Context: an optimization exercise on an open-source flow, tuned for small area, a short achievable clock period and few clock cycles. The choices shown serve that exercise and are no tape-out recipe.
Only simulation tests tie the RTL to the original design; equivalence was not proved.
Power figures rest on the tool's default switching activity, not on a simulated workload.

<file path="design/flow/design.v">
`timescale 1ns/1ps
`default_nettype none
package llc_pkg;
    localparam int LLC_SETS     = 16;
    localparam int LLC_WAYS     = 4;
    localparam int LLC_SET_BITS = 4;
    localparam int LLC_WAY_BITS = 2;
    localparam int LLC_TAG_BITS = 8;
    localparam int LINE_BITS    = 32;
    localparam int ADDR_BITS    = 12;
    typedef logic [ADDR_BITS-1:0]    line_addr_t;
    typedef logic [LLC_SET_BITS-1:0] llc_set_t;
    typedef logic [LLC_TAG_BITS-1:0] llc_tag_t;
    typedef logic [LLC_WAY_BITS-1:0] llc_way_t;
    typedef logic [LINE_BITS-1:0]    line_t;
    typedef logic [0:0] req_op_t;
    localparam req_op_t OP_READ  = 1'b0;
    localparam req_op_t OP_WRITE = 1'b1;
    typedef enum logic [1:0] {
        INVALID,
        VALID,
        DIRTY
    } llc_state_t;
    typedef enum logic [2:0] {
        DECODE,
        READ_MEM,
        LOOKUP,
        PROCESS,
        UPDATE
    } llc_core_state_t;
endpackage
`default_nettype wire
`timescale 1ns/1ps
`default_nettype none
module llc_core (
    input  wire logic       clk,
    input  wire logic       rst,
    input  wire logic       req_valid_i,
    output logic            req_ready_o,
    input  wire llc_pkg::req_op_t    req_op_i,
    input  wire llc_pkg::line_addr_t req_addr_i,
    input  wire llc_pkg::line_t      req_line_i,
    input  wire logic       dma_req_valid_i,
    output logic            dma_req_ready_o,
    input  wire llc_pkg::req_op_t    dma_req_op_i,
    input  wire llc_pkg::line_addr_t dma_req_addr_i,
    input  wire llc_pkg::line_t      dma_req_line_i,
    input  wire logic       mem_rsp_valid_i,
    output logic            mem_rsp_ready_o,
    input  wire llc_pkg::line_t      mem_rsp_line_i,
    output logic            rsp_valid_o,
    input  wire logic       rsp_ready_i,
    output llc_pkg::line_addr_t      rsp_addr_o,
    output llc_pkg::line_t           rsp_line_o,
    output logic            dma_rsp_valid_o,
    input  wire logic       dma_rsp_ready_i,
    output llc_pkg::line_addr_t      dma_rsp_addr_o,
    output llc_pkg::line_t           dma_rsp_line_o,
    output logic            mem_req_valid_o,
    input  wire logic       mem_req_ready_i,
    output llc_pkg::req_op_t         mem_req_op_o,
    output llc_pkg::line_addr_t      mem_req_addr_o,
    output llc_pkg::line_t           mem_req_line_o
);
    localparam int NW = llc_pkg::LLC_WAYS;
    localparam int NS = llc_pkg::LLC_SETS;
    localparam int NE = NW * NS;
    localparam int TB = llc_pkg::LLC_TAG_BITS;
    localparam int LB = llc_pkg::LINE_BITS;
    localparam int AB = llc_pkg::ADDR_BITS;
    localparam int RQ  = 9;    
    localparam int FQ  = 4;    
    localparam int MQ  = 4;    
    localparam int FQB = 2;
    logic [NE-1:0][TB-1:0] tag_mem;
    logic [NE-1:0][LB-1:0] line_mem;
    logic [NE-1:0]         st_vld;
    logic [NE-1:0]         st_dty;
    logic [NS-1:0][1:0]    ptr;
    logic          r_vld;
    logic          r_dma;
    logic          r_op;
    logic [AB-1:0] r_addr;
    logic [LB-1:0] r_line;
    logic [NS-1:0]         set_oh;
    logic [NW-1:0]         w_hit;      
    logic [NW-1:0]         w_vic;      
    logic                  any_inv;    
    logic                  v_dty;      
    logic [1:0]            s_ptr;      
    logic [RQ-1:0]          rq_v;
    logic [RQ-1:0]          rq_rdy;
    logic [RQ-1:0]          rq_dma;
    logic [RQ-1:0][AB-1:0]  rq_addr;
    logic [RQ-1:0][LB-1:0]  rq_line;
    logic [RQ-1:0][FQB-1:0] rq_wait;
    logic                   o_coh, o_dma;    
    logic [FQ-1:0]          fq_vld;
    logic [FQ-1:0]          fq_cancel;
    logic [FQ-1:0][5:0]     fq_ent;
    logic [FQB-1:0]         fq_head, fq_tail;
    logic [MQ-1:0]          mq_v;
    logic [MQ-1:0]          mq_op;
    logic [MQ-1:0][AB-1:0]  mq_addr;
    logic [MQ-1:0][LB-1:0]  mq_line;
    logic rq_deq, mq_deq, fill_go, fq_ne;
    logic wr_req, rd_miss;
    logic twe_f, bump_f, rdm_f;
    logic [FQ-1:0]  f_set, f_set_n;    
    logic [FQB-1:0] fq_head_n;
    assign rsp_valid_o     = o_coh;
    assign dma_rsp_valid_o = o_dma;
    assign rsp_addr_o      = rq_addr[0];
    assign dma_rsp_addr_o  = rq_addr[0];
    assign rsp_line_o      = rq_line[0];
    assign dma_rsp_line_o  = rq_line[0];
    assign rq_deq = (o_coh & rsp_ready_i) | (o_dma & dma_rsp_ready_i);
    assign mem_req_valid_o = mq_v[0];
    assign mem_req_op_o    = mq_op[0];
    assign mem_req_addr_o  = mq_addr[0];
    assign mem_req_line_o  = mq_line[0];
    assign mq_deq = mq_v[0] & mem_req_ready_i;
    assign fq_ne = |fq_vld;
    logic rq_ok, mq_ok, fq_ok, go;
    assign rq_ok = ~rq_v[RQ-1] | rq_deq;
    assign mq_ok = ~mq_v[MQ-2] | (~mq_v[MQ-1] & mem_req_ready_i);
    assign fq_ok = r_op | ~&fq_vld | (mem_rsp_valid_i & fq_ne);
    logic cons, rdy, fill_rdy;
    logic fill_same;
    assign fill_same = mem_rsp_valid_i & fill_rdy & f_set[fq_head];
    assign go = r_vld & (cons | (~r_op & rq_ok & mq_ok & fq_ok & ~fill_same));
    assign fill_go  = mem_rsp_valid_i & fill_rdy;
    assign mem_rsp_ready_o = fill_rdy;
    logic          take, mv;
    logic          q_vld, q_dma, q_op;
    logic [AB-1:0] q_addr;
    logic [LB-1:0] q_line;
    logic [3:0]    in_set;
    logic [NS-1:0] in_oh;
    assign req_ready_o     = rdy;
    assign dma_req_ready_o = rdy & ~req_valid_i;
    assign take   = rdy & (req_valid_i | dma_req_valid_i);
    assign mv     = q_vld & (~r_vld | go);
    assign in_set = q_addr[3:0];
    always_ff @(posedge clk or negedge rst) begin
        if (!rst) begin
            q_vld <= 1'b0;
            q_dma <= 1'b0;
            q_op  <= 1'b0;
        end else begin
            q_vld <= take | (q_vld & ~mv);
            if (take) begin
                q_dma <= ~req_valid_i;
                q_op  <= req_valid_i ? req_op_i : dma_req_op_i;
            end
        end
    end
    always_ff @(posedge clk) begin
        if (take) begin
            for (int k = 0; k < NS; k++)
                in_oh[k] <= ((req_valid_i ? req_addr_i[3:0] : dma_req_addr_i[3:0]) == 4'(k));
            q_addr <= req_valid_i ? req_addr_i : dma_req_addr_i;
            q_line <= req_valid_i ? req_line_i : dma_req_line_i;
        end
    end
    logic [NW-1:0]         in_vld, in_dty;
    logic [NW-1:0][TB-1:0] in_tag;
    logic [1:0]            in_ptr;
    always_comb begin
        in_vld = '0;
        in_dty = '0;
        in_tag = '0;
        in_ptr = '0;
        for (int k = 0; k < NS; k++) begin
            for (int w = 0; w < NW; w++) begin
                in_vld[w] = in_vld[w] | (st_vld[{2'(w), 4'(k)}] & in_oh[k]);
                in_dty[w] = in_dty[w] | (st_dty[{2'(w), 4'(k)}] & in_oh[k]);
                in_tag[w] = in_tag[w] | (tag_mem[{2'(w), 4'(k)}] & {TB{in_oh[k]}});
            end
            in_ptr = in_ptr | (ptr[k] & {2{in_oh[k]}});
        end
    end
    logic [3:0]    set;
    logic [TB-1:0] tag;
    logic [NW-1:0] w_sel;
    logic          hit;
    logic          twe, bump;
    assign set = r_addr[3:0];
    assign tag = r_addr[AB-1:4];
    logic                  fwd;
    logic [TB-1:0]         in_tg;
    logic [NW-1:0]         p_hit, p_vic;
    logic [1:0]            p_ptr;
    logic                  p_any_inv, p_dty1;
    assign fwd   = (set == in_set);
    assign in_tg = q_addr[AB-1:4];
    logic [NW-1:0]         fsel;       
    logic                  fbump;      
    logic [NW:0][NW-1:0]   c_vld, c_inv1, c_vic;
    logic [NW:0]           c_any_inv, c_dty;
    logic [NW-1:0]         b_vic;
    logic [1:0]            b_ptr;
    logic                  b_dty;
    always_comb begin
        for (int w = 0; w < NW; w++) fsel[w] = fwd & twe_f & w_sel[w];
        fbump = fwd & bump_f;
        for (int w = 0; w < NW; w++) begin
            p_hit[w] = fsel[w] ? (tag == in_tg) : (in_vld[w] & (in_tag[w] == in_tg));
        end
        for (int j = 0; j <= NW; j++) begin
            for (int w = 0; w < NW; w++) c_vld[j][w] = in_vld[w] | (j == w);
            c_any_inv[j] = ~&c_vld[j];
            c_inv1[j][0] = ~c_vld[j][0];
            c_inv1[j][1] =  c_vld[j][0] & ~c_vld[j][1];
            c_inv1[j][2] = &c_vld[j][1:0] & ~c_vld[j][2];
            c_inv1[j][3] = &c_vld[j][2:0] & ~c_vld[j][3];
            for (int w = 0; w < NW; w++) begin
                c_vic[j][w] = c_any_inv[j] ? c_inv1[j][w] : (in_ptr == 2'(w));
            end
            c_dty[j] = 1'b0;
            for (int w = 0; w < NW; w++) begin
                if (c_vic[j][w]) begin
                    c_dty[j] = c_dty[j] | ((j == w) ? r_op : in_dty[w]);
                end
            end
        end
        b_ptr = s_ptr + 2'd1;
        for (int w = 0; w < NW; w++) b_vic[w] = (b_ptr == 2'(w));
        b_dty = 1'b0;
        for (int w = 0; w < NW; w++) begin
            if (b_vic[w]) begin
                b_dty = b_dty | in_dty[w];
            end
        end
        if (fbump) begin
            p_vic     = b_vic;
            p_any_inv = 1'b0;
            p_dty1    = b_dty;
            p_ptr     = b_ptr;
        end else begin
            p_vic     = (|fsel) ? '0 : c_vic[NW];
            p_any_inv = ~|fsel & c_any_inv[NW];
            p_dty1    = ~|fsel & c_dty[NW];
            for (int j = 0; j < NW; j++) begin
                if (fsel[j]) begin
                    p_vic     = p_vic | c_vic[j];
                    p_any_inv = p_any_inv | c_any_inv[j];
                    p_dty1    = p_dty1 | c_dty[j];
                end
            end
            p_ptr = in_ptr;
        end
    end
    always_ff @(posedge clk or negedge rst) begin
        if (!rst) begin
            r_vld <= 1'b0;
            r_dma <= 1'b0;
            r_op  <= 1'b0;
        end else begin
            if (mv) begin
                r_vld <= 1'b1;
                r_dma <= q_dma;
                r_op  <= q_op;
            end else if (go) begin
                r_vld <= 1'b0;
            end
        end
    end
    always_comb begin
        f_set_n = f_set;
        if (mv) begin
            for (int i = 0; i < FQ; i++) begin
                if (rdm_f && fq_tail == FQB'(i)) f_set_n[i] = fwd;
                else                               f_set_n[i] = (fq_ent[i][3:0] == in_set);
            end
        end
    end
    always_ff @(posedge clk) f_set <= f_set_n;
    always_ff @(posedge clk) begin
        if (mv) begin
            r_addr  <= q_addr;
            r_line  <= q_line;
            set_oh  <= in_oh;
            w_hit   <= p_hit;
            w_vic   <= p_vic;
            any_inv <= p_any_inv;
            v_dty   <= p_dty1;
            s_ptr   <= p_ptr;
        end
    end
    logic [NW-1:0][LB-1:0] w_line, in_line;
    logic [NW-1:0]         ld_exec, ld_fill, hd_fill;
    always_comb begin
        for (int w = 0; w < NW; w++) begin
            in_line[w] = '0;
            for (int k = 0; k < NS; k++) begin
                in_line[w] = in_line[w] | (line_mem[{2'(w), 4'(k)}] & {LB{in_oh[k]}});
            end
            ld_exec[w] = fwd & r_vld & r_op & w_sel[w];
            ld_fill[w] = fwe & (fent[3:0] == in_set) & (fent[5:4] == 2'(w));
            hd_fill[w] = fwe & f_set[fq_head] & (fent[5:4] == 2'(w));
        end
    end
    always_ff @(posedge clk) begin
        for (int w = 0; w < NW; w++) begin
            if (mv) begin
                if (ld_exec[w])      w_line[w] <= r_line;
                else if (ld_fill[w]) w_line[w] <= mem_rsp_line_i;
                else                 w_line[w] <= in_line[w];
            end else if (hd_fill[w]) begin
                w_line[w] <= mem_rsp_line_i;
            end
        end
    end
    logic [TB-1:0] vtag;
    always_comb begin
        vtag = '0;
        for (int w = 0; w < NW; w++)
            for (int k = 0; k < NS; k++)
                vtag = vtag | (tag_mem[{2'(w), 4'(k)}] & {TB{w_vic[w] & set_oh[k]}});
    end
    logic          vdirty;
    logic [LB-1:0] vline;
    always_comb begin
        hit = |w_hit;
        for (int w = 0; w < NW; w++) w_sel[w] = w_hit[w] | (~hit & w_vic[w]);
        vdirty = ~hit & v_dty;
        vline = '0;
        for (int w = 0; w < NW; w++) begin
            if (w_vic[w]) vline = vline | w_line[w];
        end
    end
    logic [NW-1:0][FQ-1:0]  wf_ent, wf_match;
    logic [NW-1:0]          wp;
    logic [NW-1:0][FQB-1:0] wp_id;
    logic [FQ-1:0]  f_ent;
    logic           pend;
    logic [FQB-1:0] pend_id;
    logic [LB-1:0]  hit_line;
    always_comb begin
        for (int w = 0; w < NW; w++) begin
            wp[w] = 1'b0;
            wp_id[w] = '0;
            for (int i = 0; i < FQ; i++) begin
                wf_ent[w][i]   = f_set[i] & (fq_ent[i][5:4] == 2'(w));
                wf_match[w][i] = wf_ent[w][i] & fq_vld[i] & ~fq_cancel[i];
                if (wf_match[w][i]) begin
                    wp[w] = 1'b1;
                    wp_id[w] = FQB'(i);
                end
            end
        end
        f_ent = '0;
        pend = 1'b0;
        pend_id = '0;
        hit_line = '0;
        for (int w = 0; w < NW; w++) begin
            if (w_sel[w]) f_ent = f_ent | wf_ent[w];
            if (w_hit[w]) begin
                pend     = pend | wp[w];
                pend_id  = pend_id | wp_id[w];
                hit_line = hit_line | w_line[w];
            end
        end
    end
    assign wr_req  = go & r_op;
    assign rd_miss = go & ~hit & ~r_op;
    assign twe     = go & (r_op | ~hit);
    assign twe_f   = r_vld & (r_op | ~hit);
    assign bump_f  = r_vld & ~hit & ~any_inv;
    assign rdm_f   = r_vld & ~hit & ~r_op;
    assign bump    = go & ~hit & ~any_inv;
    logic [5:0]    fent, h_ent;
    logic [NE-1:0] fill_oh;
    logic [LB-1:0] dline;
    logic          fwe;
    assign fent  = h_ent;
    assign fwe   = fill_go & ~fq_cancel[fq_head];
    assign dline = wr_req ? r_line : mem_rsp_line_i;
    always_comb for (int e = 0; e < NE; e++) fill_oh[e] = (fent == 6'(e));
    always_ff @(posedge clk) begin
        for (int w = 0; w < NW; w++) begin
            for (int k = 0; k < NS; k++) begin
                if ((wr_req && w_sel[w] && set_oh[k]) || (fwe && fill_oh[{2'(w), 4'(k)}]))
                    line_mem[{2'(w), 4'(k)}] <= dline;
                if (go && !hit && w_sel[w] && set_oh[k])
                    tag_mem[{2'(w), 4'(k)}] <= tag;
            end
        end
    end
    always_ff @(posedge clk or negedge rst) begin
        if (!rst) begin
            st_vld <= '0;
            st_dty <= '0;
            ptr <= '0;
        end else begin
            for (int w = 0; w < NW; w++) begin
                for (int k = 0; k < NS; k++) begin
                    if (twe && w_sel[w] && set_oh[k]) begin
                        st_vld[{2'(w), 4'(k)}] <= 1'b1;
                        st_dty[{2'(w), 4'(k)}] <= r_op;
                    end
                end
            end
            for (int k = 0; k < NS; k++) begin
                if (bump && set_oh[k]) ptr[k] <= s_ptr + 2'd1;
            end
        end
    end
    logic [FQ-1:0] fq_vld_n;
    assign fq_head_n = fill_go ? fq_head + 1'b1 : fq_head;
    always_comb begin
        fq_vld_n = fq_vld;
        if (fill_go) fq_vld_n[fq_head] = 1'b0;
        if (rd_miss) fq_vld_n[fq_tail] = 1'b1;
    end
    always_ff @(posedge clk or negedge rst) begin
        if (!rst) begin
            fq_head <= '0;
            fq_tail <= '0;
            fq_cancel <= '0;
            fq_vld <= '0;
        end else begin
            fq_vld <= fq_vld_n;
            if (twe) begin
                for (int i = 0; i < FQ; i++) begin
                    if (f_ent[i]) fq_cancel[i] <= 1'b1;
                end
            end
            if (fill_go) fq_head <= fq_head + 1'b1;
            if (rd_miss) begin
                fq_cancel[fq_tail] <= 1'b0;
                fq_tail <= fq_tail + 1'b1;
            end
        end
    end
    always_ff @(posedge clk) begin
        if (rd_miss) fq_ent[fq_tail] <= {w_sel[3] | w_sel[2], w_sel[3] | w_sel[1], set};
        if (rd_miss && fq_tail == fq_head_n) h_ent <= {w_sel[3] | w_sel[2], w_sel[3] | w_sel[1], set};
        else                                 h_ent <= fq_ent[fq_head_n];
    end
    logic           mq_wb, mq_rd;
    logic [MQ-1:0]  mq_at, mq_wb_at, mq_rd_at;
    assign mq_wb = go & vdirty;
    assign mq_rd = rd_miss;
    always_comb begin
        for (int i = 0; i < MQ; i++) begin
            if (mq_deq) mq_at[i] = mq_v[i] & ((i == MQ - 1) ? 1'b1 : ~mq_v[(i + 1) % MQ]);
            else        mq_at[i] = ~mq_v[i] & ((i == 0) ? 1'b1 : mq_v[(i + MQ - 1) % MQ]);
        end
        for (int i = 0; i < MQ; i++) begin
            mq_wb_at[i] = mq_wb & mq_at[i];
            mq_rd_at[i] = mq_rd & (mq_wb ? ((i == 0) ? 1'b0 : mq_at[(i + MQ - 1) % MQ]) : mq_at[i]);
        end
    end
    logic [MQ-1:0] mq_v_n;
    always_comb begin
        for (int i = 0; i < MQ; i++) begin
            mq_v_n[i] = (mq_deq ? ((i == MQ - 1) ? 1'b0 : mq_v[(i + 1) % MQ]) : mq_v[i])
                        | mq_wb_at[i] | mq_rd_at[i];
        end
    end
    always_ff @(posedge clk or negedge rst) begin
        if (!rst) begin
            mq_v <= '0;
        end else begin
            mq_v <= mq_v_n;
        end
    end
    always_ff @(posedge clk) begin
        for (int i = 0; i < MQ; i++) begin
            if (mq_wb_at[i]) begin
                mq_op[i]   <= 1'b1;
                mq_addr[i] <= {vtag, set};
                mq_line[i] <= vline;
            end else if (mq_rd_at[i]) begin
                mq_op[i]   <= 1'b0;
                mq_addr[i] <= r_addr;
            end else if (mq_deq && i != MQ - 1) begin
                mq_op[i]   <= mq_op[(i + 1) % MQ];
                mq_addr[i] <= mq_addr[(i + 1) % MQ];
                mq_line[i] <= mq_line[(i + 1) % MQ];
            end
        end
    end
    logic [LB-1:0]  enq_line;
    logic           enq_rdy;
    logic [FQB-1:0] enq_wait;
    assign enq_line = r_op ? r_line : hit_line;
    assign enq_rdy  = r_op | (hit & ~pend);
    assign enq_wait = hit ? pend_id : fq_tail;
    logic [RQ-1:0] rq_at, rq_fill;
    always_comb begin
        for (int i = 0; i < RQ; i++) begin
            if (rq_deq) rq_at[i] = go & rq_v[i] & ((i == RQ - 1) ? 1'b1 : ~rq_v[(i + 1) % RQ]);
            else        rq_at[i] = go & ~rq_v[i] & ((i == 0) ? 1'b1 : rq_v[(i + RQ - 1) % RQ]);
            rq_fill[i] = fill_go & rq_v[i] & ~rq_rdy[i] & (rq_wait[i] == fq_head);
        end
    end
    logic [RQ-1:0]          n_rdy;
    logic [RQ-1:0][LB-1:0]  n_line;
    always_comb begin
        for (int i = 0; i < RQ; i++) begin
            n_rdy[i]  = rq_rdy[i] | rq_fill[i];
            n_line[i] = rq_fill[i] ? mem_rsp_line_i : rq_line[i];
        end
    end
    logic [RQ-1:0] s_v, s_rdy, s_dma;
    always_comb begin
        for (int i = 0; i < RQ; i++) begin
            if (rq_at[i]) begin
                s_v[i]   = 1'b1;
                s_rdy[i] = enq_rdy;
                s_dma[i] = r_dma;
            end else if (rq_deq) begin
                s_v[i]   = (i == RQ - 1) ? 1'b0 : rq_v[(i + 1) % RQ];
                s_rdy[i] = n_rdy[(i + 1) % RQ];
                s_dma[i] = rq_dma[(i + 1) % RQ];
            end else begin
                s_v[i]   = rq_v[i];
                s_rdy[i] = n_rdy[i];
                s_dma[i] = rq_dma[i];
            end
        end
    end
    logic r_vld_n, r_op_n, cons_n;
    logic q_vld_n;
    assign q_vld_n = take | (q_vld & ~mv);
    assign r_vld_n = mv | (r_vld & ~go);
    assign r_op_n  = mv ? q_op : r_op;
    assign cons_n  = ~s_v[RQ-1] & ~mq_v_n[MQ-2] & (r_op_n | ~&fq_vld_n);
    always_ff @(posedge clk or negedge rst) begin
        if (!rst) begin
            rq_v  <= '0;
            o_coh <= 1'b0;
            o_dma <= 1'b0;
            cons  <= 1'b1;
            rdy   <= 1'b1;
            fill_rdy <= 1'b0;
        end else begin
            cons  <= cons_n;
            rdy   <= ~q_vld_n | ~r_vld_n | cons_n;
            fill_rdy <= |fq_vld_n & ~(r_vld_n & cons_n & (r_op_n | f_set_n[fq_head_n]));
            rq_v  <= s_v;
            o_coh <= s_v[0] & s_rdy[0] & ~s_dma[0];
            o_dma <= s_v[0] & s_rdy[0] &  s_dma[0];
        end
    end
    always_ff @(posedge clk) begin
        rq_rdy <= s_rdy;
        rq_dma <= s_dma;
        for (int i = 0; i < RQ; i++) begin
            if (rq_at[i]) begin
                rq_addr[i] <= r_addr;
                rq_line[i] <= enq_line;
                rq_wait[i] <= enq_wait;
            end else if (rq_deq) begin
                if (i != RQ - 1) begin
                    rq_addr[i] <= rq_addr[(i + 1) % RQ];
                    rq_line[i] <= n_line[(i + 1) % RQ];
                    rq_wait[i] <= rq_wait[(i + 1) % RQ];
                end
            end else if (rq_fill[i]) begin
                rq_line[i] <= mem_rsp_line_i;
            end
        end
    end
endmodule
`default_nettype wire
</file>
<file path="design/flow/run.sh">
#!/bin/bash
# synth_recipe.tcl (not shown) runs the flow's synth.tcl, then flattens the netlist and writes it again
# the make line also repeats each setting of config.mk as NAME=value (left out here)
make -C /OpenROAD-flow-scripts/flow DESIGN_CONFIG=/design/flow/config.mk WORK_HOME=/design/flow/orfs CLKGATE_MAP_FILE= SYNTH_SCRIPT=/design/flow/synth_recipe.tcl finish
</file>
<file path="design/flow/config.mk">
export PLATFORM = sky130hd
export DESIGN_NAME = llc_core
export DESIGN_NICKNAME = llc_core
export VERILOG_FILES = /design/flow/design.v
export SDC_FILE = /design/flow/constraint.sdc
export NUM_CORES = 4
export LEC_CHECK = 0
export CAP_MARGIN = 20
export CORE_MARGIN = 2
export CORE_UTILIZATION = 45
export CTS_CLUSTER_DIAMETER = 90
export CTS_CLUSTER_SIZE = 20
export SETUP_SLACK_MARGIN = 1.9
export SLEW_MARGIN = 20
</file>
<file path="design/flow/constraint.sdc">
create_clock -name core_clock -period 5.0 [get_ports {clk}]
set_input_delay 1.0000 -clock core_clock [delete_from_list [all_inputs] [get_ports {clk}]]
set_output_delay 1.0000 -clock core_clock [all_outputs]
set_load 0.01 [all_outputs]
</file>
==> flow_summary.ini, run 1 <==
[sta]
fin_setup_tns_ps = 0
finalSetupViolations = 0
slew_headroom = 0.1607
final_hold_viol_count = 0
finalClockSkew_ps = 92.59
min_period_ps = 3238
worstMarginPinSlew_ps = 1256
slew_viol_final = 0
max_freq_ghz = 0.3088
post-route-period-util = 0.6477
rsz0062_at_grt = yes

[pwr]
p_seq_frac = 0.459
combPwrFrac = 0.374
p_clk_frac = 0.168
ir_worst_vdd_mv = 0.5299
leakage_nw = 53.96
p_int_mw = 65.42
p_sw_frac = 0.3774
p_switching_mw = 39.66
p_per_area_nw_per_um2 = 632.8
total_power_mw = 105.1

[worst_hold_path]
hold_path.class = input port to asynchronous set/reset pin

[route]
via_count = 98110
final_antenna_net_count = 0
drc = 0
drt_iter0_drc = 15460
dr.pass1.iters = 13
wirelength_mm = 504.7
avgRoutedWirePerCell_um = 35.29
vias_per_cell = 6.860

[critical_path]
r2r_cells = 8
critPathCaptureType = register
cp_slowest_cell = nor4b_2
reg2reg_slack_ps = 1760
arrival_ps = 4070
critPathTopFamily = simple AND/OR/NAND/NOR gates
critical_path_peak_fanout = 13
cp.buffers_inverters = 2
max_stage_delay_ps = 1020
r2r_end = o_coh$_DFF_PN0_
cpMostUsedCell = buf_4
cp.required_ps = 5830
worst_setup_path_start_kind = register
path_class = register to register
worstPathCellList = buf_4, buf_4, xor2_1, nor4b_2, a21oi_1, mux2_2, o21ai_1, and4b_1
reg2reg_from = fq_head[1]$_DFF_PN0_

[die]
start_util = 0.4528
die_h_um = 575.6
rows = 209
dieArea_sq_um = 331400
io_pins = 269
die_w_um = 575.6
core_sq_um = 324800

[global_routing]
grt_pass1_vias = 93010
grtUsageTotal = 0.2915
grt_overflow = 0
antenna_found_initial = 25
grt_max_degree = 129
grt_pass1_wl_mm = 700.5

[cts]
cts_max_level = 4
clkSinkCount = 3662
clock_path_buffers = 4
cts_buffers = 210
cts_tree = built
clk_latency_ps = 960
clkTransAtPathRegs_ps = 90
cts_root_buffer = clkbuf_16

[placement]
gp_congestion = 1.007
io_buffers = 268
post-dp-hpwl_mm = 307.8
place_area_sq_um = 156600

[logic_synthesis]
syn_nets = 9834
ys.flop_type = edfxtp_1
ys_seq_elements = 3662
synthesis.area_sq_um = 147000
synth_cell_types = 87
seq_area_frac_synth = 0.7243
netlist_instances = 9691
async_reset_ff_frac = 0.05352
yosys_warnings = 1
synth.avg_cell_area_sq_um = 15.17
synth_edf_count = 3218

[layout]
design_area_sq_um = 166100
nNetsFinal = 10030
area_growth_pct = 12.93
fillCellCount = 26540
drive_gt1_frac = 0.1465

[job]
max-cap-violations = 0

[run_status]
status = no timing/DRC/antenna violations
==> routing by layer <==
metal,up-vias,global-route usage,part of all wire
met5,-,0.008465,0.0012
met4,28,0.08345,0.038
met3,1270,0.08532,0.12
met2,6617,0.4619,0.46
met1,50390,0.3898,0.38
li1,39810,-,-
==> synthesized netlist by cell type (10+ instances only) <==
master,number,area (sq um)
nand3_1,127,635.6
a22oi_1,270,2027
dfrtp_1,194,4855
a221oi_1,706,6183
o22ai_1,146,913.4
o211ai_1,230,1727
buf_1,171,641.9
mux2_2,234,2635
a222oi_1,35,350.3
and3_1,18,112.6
nor2_1,341,1280
o21ai_1,46,230.2
nand4_1,189,1182
a21oi_1,320,1602
a32oi_1,10,87.58
o22a_1,227,1988
edfxtp_1,3218,96630
o21ai_0,337,1687
buf_4,135,1013
inv_1,88,330.3
nand2b_1,92,575.6
dfxtp_1,248,4965
nand2_1,267,1002
a22o_1,859,7523
a31oi_1,31,193.9
nor4_1,21,131.4
xor2_1,56,490.5
mux4_2,11,247.7
mux2i_1,22,220.2
xnor2_1,30,262.8
nor3_1,27,135.1
ha_1,13,162.7
nor2b_1,69,431.7
and2_1,64,400.4
or2_2,10,62.56
buf_2,55,275.3
a211oi_1,67,503.0
clkbuf_1,585,2196
==> power groups by stage <==
stage	Clock [mW]	Sequential, mW	Combinational [mW]
finish	17.6	48.2	39.3
global route	18.7	48.7	41.1
CTS	17.8	48.0	37.3
detailed placement	0	49.2	35.4
global placement	0	49.0	34.7
floorplan	0	47.4	21.3
==> cells by family (layout without fill, tap and decap cells) <==
family                   count (synthesis)  count (layout)  share of synthesized area
multiplexers                           268             268                    0.02120
buffers and inverters                 1038            1310                    0.03041
adder cells (fa/ha/maj)                 13              13                   0.001106
XOR/XNOR                                86              86                   0.005122
AND/OR/NAND/NOR                       1269            1269                    0.04317
other                                    0               8                          0
flip-flops                            3662            3662                     0.7243
AO/OA/AOI/OAI                         3355            3360                     0.1747
==> flip-flops by register name, summed over array words and instances (netlist names), 9 cells and up <==
| signal | count |
|---|---|
| r_line | 32 |
| w_line | 128 |
| r_addr | 12 |
| rq_addr | 108 |
| mq_addr | 48 |
| line_mem | 2048 |
| st_vld | 64 |
| in_oh | 16 |
| tag_mem | 512 |
| q_line | 32 |
| q_addr | 12 |
| mq_line | 128 |
| st_dty | 64 |
| rq_dma | 9 |
| rq_rdy | 9 |
| fq_ent | 24 |
| set_oh | 16 |
| ptr | 32 |
| rq_v | 9 |
| rq_wait | 18 |
| rq_line | 288 |
==> worst max path at each step <==
| stage | startpoint | to | slack (ps) | depth (start not counted) |
|---|---|---|---|---|
| floorplan | mem_rsp_valid_i | w_line[0]$_DFFE_PP_ | 1470 | 4 |
| CTS | mem_rsp_valid_i | tag_mem[11]$_DFFE_PP_ | 1850 | 10 |
| detailed placement | mem_rsp_valid_i | line_mem[214]$_DFFE_PP_ | 160 | 8 |
| finish | fq_head[1]$_DFF_PN0_ | o_coh$_DFF_PN0_ | 1760 | 8 |
| global route | in_oh[2]$_DFFE_PP_ | w_hit[1]$_DFFE_PP_ | 1730 | 10 |
| global placement | mem_rsp_valid_i | line_mem[78]$_DFFE_PP_ | 190 | 8 |
==> cell usage in the layout (no fill, tap or decap), drive strengths merged, types with 30 or more instances in the layout <==
cell and instances:
dfrtp 194, xor2 56, inv 91, o21ai 388
a31oi 31, mux2 234, o22a 227, o22ai 146
nor2 342, clkbuf 301, edfxtp 3218, dfxtp 248
nand3 129, nand2b 93, and2 66, a221oi 706
a211oi 67, a22oi 271, nor2b 69, nand2 267
buf 644, nand4 189, a222oi 35, o211ai 230
xnor2 30, clkdlybuf4s50 262, a22o 860, a21oi 321
==> repair_timing <==
action                     in CTS  in global routing
cloned                          4                 16
setup endpoints to repair    5443               4104
pin swaps                      28                 74
buffers inserted              110                 52
hold buffers                    0                  0
gates resized for setup       210                171
==> through the flow <==
stage | instances | hold slack [ps] | utilization | setup WS [ps]
floorplan | 9691 | 400.3 | - | 1468
global placement | 13810 | 407.1 | 0.4820 | 194.4
detailed placement | 13820 | 404.5 | 0.4823 | 159.4
CTS | 14220 | 64.89 | 0.5061 | 1849
global route | 14300 | 111.6 | 0.5113 | 1730
finish | 14300 | 91.96 | 0.5113 | 1762
==> area by class of cell <==
type / instances / area, sq um / share of cell area
Timing Repair Buffer: 926 / 10090 / 0.06078
Inverter: 92 / 364.1 / 0.002193
Multi-Input combinational cell: 4996 / 37950 / 0.2285
Sequential cell: 3662 / 106500 / 0.6414
Antenna cell: 8 / 20.02 / 0.0001206
Tap cell: 4325 / 5411 / 0.03259
Clock inverter: 7 / 66.31 / 0.0003993
Clock buffer: 285 / 5643 / 0.03398
Testbench counts, summed over its fixed seeds: cycles 13,148.
==> inputs of run 2 (changes only) <==
--- a/design/flow/design.v
+++ b/design/flow/design.v
@@ -290,26 +290,2 @@
     end
-    logic [NW-1:0][LB-1:0] w_line, in_line;
-    logic [NW-1:0]         ld_exec, ld_fill, hd_fill;
-    always_comb begin
-        for (int w = 0; w < NW; w++) begin
-            in_line[w] = '0;
-            for (int k = 0; k < NS; k++) begin
-                in_line[w] = in_line[w] | (line_mem[{2'(w), 4'(k)}] & {LB{in_oh[k]}});
-            end
-            ld_exec[w] = fwd & r_vld & r_op & w_sel[w];
-            ld_fill[w] = fwe & (fent[3:0] == in_set) & (fent[5:4] == 2'(w));
-            hd_fill[w] = fwe & f_set[fq_head] & (fent[5:4] == 2'(w));
-        end
-    end
-    always_ff @(posedge clk) begin
-        for (int w = 0; w < NW; w++) begin
-            if (mv) begin
-                if (ld_exec[w])      w_line[w] <= r_line;
-                else if (ld_fill[w]) w_line[w] <= mem_rsp_line_i;
-                else                 w_line[w] <= in_line[w];
-            end else if (hd_fill[w]) begin
-                w_line[w] <= mem_rsp_line_i;
-            end
-        end
-    end
     logic [TB-1:0] vtag;
@@ -321,2 +297,3 @@
     end
+    logic [NW-1:0][LB-1:0] w_line;
     logic          vdirty;
@@ -324,2 +301,8 @@
     always_comb begin
+        for (int w = 0; w < NW; w++) begin
+            w_line[w] = '0;
+            for (int k = 0; k < NS; k++) begin
+                w_line[w] = w_line[w] | (line_mem[{2'(w), 4'(k)}] & {LB{set_oh[k]}});
+            end
+        end
         hit = |w_hit;
--- a/design/flow/config.mk
+++ b/design/flow/config.mk
@@ -12,3 +12,3 @@
 export CTS_CLUSTER_SIZE = 20
-export SETUP_SLACK_MARGIN = 1.9
+export SETUP_SLACK_MARGIN = 1.7
 export SLEW_MARGIN = 20
==> flow_summary.ini, run 2 <==
[logic_synthesis]
synth_xor_area_frac = 0.005128
yosysMostFrequentCell = edfxtp_1
async_reset_ff_frac = 0.05546
synth_cell_types = 91
synthesis.area_sq_um = 141500
synth_top_family_by_area = compound AO/OA/AOI/OAI gates
synth_top_area_share = 0.6557
synth_common_cells = edfxtp_1 (3090), a22o_1 (696), a221oi_1 (563)
seq_area_frac_synth = 0.7255
synth_adder_area_share = 0.001149
synth.avg_cell_area_sq_um = 15.39
yosys_warnings = 1
synth_compound_area_frac = 0.1641
synthSimpleGateAreaFrac = 0.04442
ys_seq_elements = 3534
synth.area.mux_share = 0.02986
syn_nets = 9337
ys.flop_type = edfxtp_1
synthTopCellsByArea = edfxtp_1 (66%), a22o_1 (4.3%), dfxtp_1 (3.5%)
synth_area_leader_cell = edfxtp_1
netlist_instances = 9194
synth_edf_count = 3090

[cts]
clk_latency_ps = 950
clock_path_buffers = 4
cts_max_level = 4
cts_root_buffer = clkbuf_16
clkTransAtPathRegs_ps = 90
cts_tree = built
cts_buffers = 200
hold_buffers = 0
clkSinkCount = 3534

[placement]
gp_congestion = 1.017
post-dp-hpwl_mm = 310.3
io_buffers = 268

[route]
avgRoutedWirePerCell_um = 36.72
drt_iter0_drc = 16240
dr.pass1.iters = 10
final_antenna_net_count = 0
wirelength_mm = 503.2
via_count = 94810
drc = 0
vias_per_cell = 6.917

[layout]
mostFrequentLayoutCells = edfxtp_1 (3090), a22o_1 (651), a221oi_1 (543), buf_4 (512), a22oi_1 (464)
layout_commonest_cell = edfxtp_1
nNetsFinal = 9598
largest_reg_flops = 2048
drive_gt1_frac = 0.1551
fillCellCount = 25490
area_growth_pct = 12.40
regMostFlops = line_mem
final_util = 0.5091
top_regs = line_mem: 2048 flops, tag_mem: 512 flops, rq_line: 288 flops

[critical_path]
worst_setup_path_start_kind = register
cp.required_ps = 5690
critPathCaptureType = register
cp.buffers_inverters = 3
critical_path_peak_fanout = 8
path_class = register to register
arrival_ps = 4140
cp_num_cells = 8
worstPathCellList = clkinvlp_4, buf_4, a21oi_1, nor4_1, nand3_1, buf_6, nor2_1, a31oi_1
cp_slowest_cell = edfxtp_1
max_stage_delay_ps = 910
r2r_cells = 8
reg2reg_slack_ps = 1550
critPathTopFamily = buffers and inverters

[sta]
slew_headroom = 0.1156
worstMarginPinSlew_ps = 1327
finalClockSkew_ps = 104.3
finalSetupViolations = 0
final_hold_viol_count = 0
max_freq_ghz = 0.2898
post-route-period-util = 0.6902
min_period_ps = 3451
rsz0062_at_grt = yes
slew_viol_final = 0
fin_setup_tns_ps = 0

[die]
core_sq_um = 312400
start_util = 0.4530
io_pins = 269
die_h_um = 564.8
rows = 205
dieArea_sq_um = 319000
die_w_um = 564.8

[global_routing]
grtUsageTotal = 0.3039
grt_max_degree = 95
grt_overflow = 0
grt_pass1_vias = 88790
antenna_found_initial = 31
grt_pass1_wl_mm = 691.1

[worst_hold_path]
hold_path.class = input port to asynchronous set/reset pin

[pwr]
leakage_nw = 51.76
ir_worst_vdd_mv = 0.5520
p_per_area_nw_per_um2 = 644.4

[job]
max-cap-violations = 0

[run_status]
status = no timing/DRC/antenna violations
## run 2: cell count changes in the layout (fill, tap and decap cells not counted), sizes merged, moves of 35 or more
cell	previous run	this run
edfxtp	3218	3090
a221oi	706	563
nor2	342	141
a22o	860	696
mux2	234	312
o22ai	146	57
a22oi	271	466
a221o	9	44
a21oi	321	95
nand2	267	465
## run 2: power by group
part,switching (mW),internal [mW]
logic,27.7,13.4
registers,3.05,41.2
clock network,9.54,7.55
## run 2: metal layers
layer,share of wire,global-route usage
met5,0.00077,0.001488
met2,0.44,0.4594
met3,0.14,0.09526
met1,0.38,0.4145
met4,0.044,0.1059
## run 2: cell type report
type	instances	area [sq um]	share of cell area
tap	4140	5180	0.03257
multi-input combinational	4716	35990	0.2263
clock buffer	276	5399	0.03394
timing repair buffer	930	9314	0.05856
sequential	3534	102700	0.6454
antenna	24	60.06	0.0003776
clock inverter	13	161.4	0.001015
inverter	73	286.5	0.001801
## run 2: timing repair
item,4_1_cts,5_1_grt
cloned,0,11
resized for setup,97,117
endpoints found under the hold margin,0,0
setup buffers,77,73
setup endpoints to repair,1168,975
pin swaps,34,37
## run 2: worst reg2reg max path: cells and delay by family (launching register included)
family	cells	cell delay, ps
AOI/OAI and AO/OA	2	830
buffers and inverters	3	1200
DFF	1	910
and+or+nand+nor	3	320
## run 2: logic make-up (layout without fill, tap and decap cells)
group | Yosys count | count (layout)
buf+inv | 949 | 1292
flops | 3534 | 3534
fa+ha+maj | 13 | 13
xor+xnor | 82 | 82
mux | 369 | 374
simple gates | 1265 | 1265
compound gates | 2982 | 2982
other cells | 0 | 24
## run 2: worst paths after layout
path                                 startpoint                     end
max reg2reg                  w_vic[2]$_DFFE_PP_    mq_addr[4]$_DFFE_PP_
max in group asynchronous                   rst  st_vld[44]$_DFFE_PN0P_
min in group core_clock    q_line[12]$_DFFE_PP_    r_line[12]$_DFFE_PP_
min                                         rst       mq_v[3]$_DFF_PN0_
min reg2reg                q_line[12]$_DFFE_PP_    r_line[12]$_DFFE_PP_
max                          w_vic[2]$_DFFE_PP_    mq_addr[4]$_DFFE_PP_
## run 2: metrics by stage
step | worst slack (ps) | hold WS (ps) | power (mW) | cells | instance area [sq um]
2_1_floorplan | 1295 | 400.3 | 65.19 | 9194 | 141600
3_3_place_gp | 431.5 | 413.0 | 81.92 | 13230 | 151100
3_5_place_dp | 527.3 | 416.3 | 82.73 | 13230 | 151100
4_1_cts | 1558 | 128.1 | 100.1 | 13600 | 157700
5_1_grt | 1614 | 145.6 | 105.4 | 13680 | 159000
6_report | 1549 | 114.3 | 102.5 | 13710 | 159100
Testbench counts of run 2, summed over its fixed seeds: cycles 13,148.

==> afterwards: timing with drivers on the ports <==
The flow's constraints put no driver on any port. The routed layouts listed below were extracted and timed again, unchanged, in two steps. Step 1, drivers: a clkbuf_16 drives clk and a buf_2 each remaining input, both assumed. Step 2 times the ports against the registers' clock, not the clock port: input delays grow and output delays shrink by t, the midpoint of the rising clock arrivals with the driver on. a / b / c = ideal ports / drivers / drivers and shift; a / b = the first two.
run | t, ns | setup slack, ns | hold slack, ns
run 1 | 1.018 | 1.762 / 1.762 / 0.972 | 0.092 / 0.034 / 0.424
run 2 | 1.015 | 1.549 / 1.549 / 0.844 | 0.114 / 0.036 / 0.438
After both steps every run listed still meets setup and hold. For run 1, which loses most, drivers alone change the setup slack by 0.000 ns; drivers and shift together by -0.790 ns.
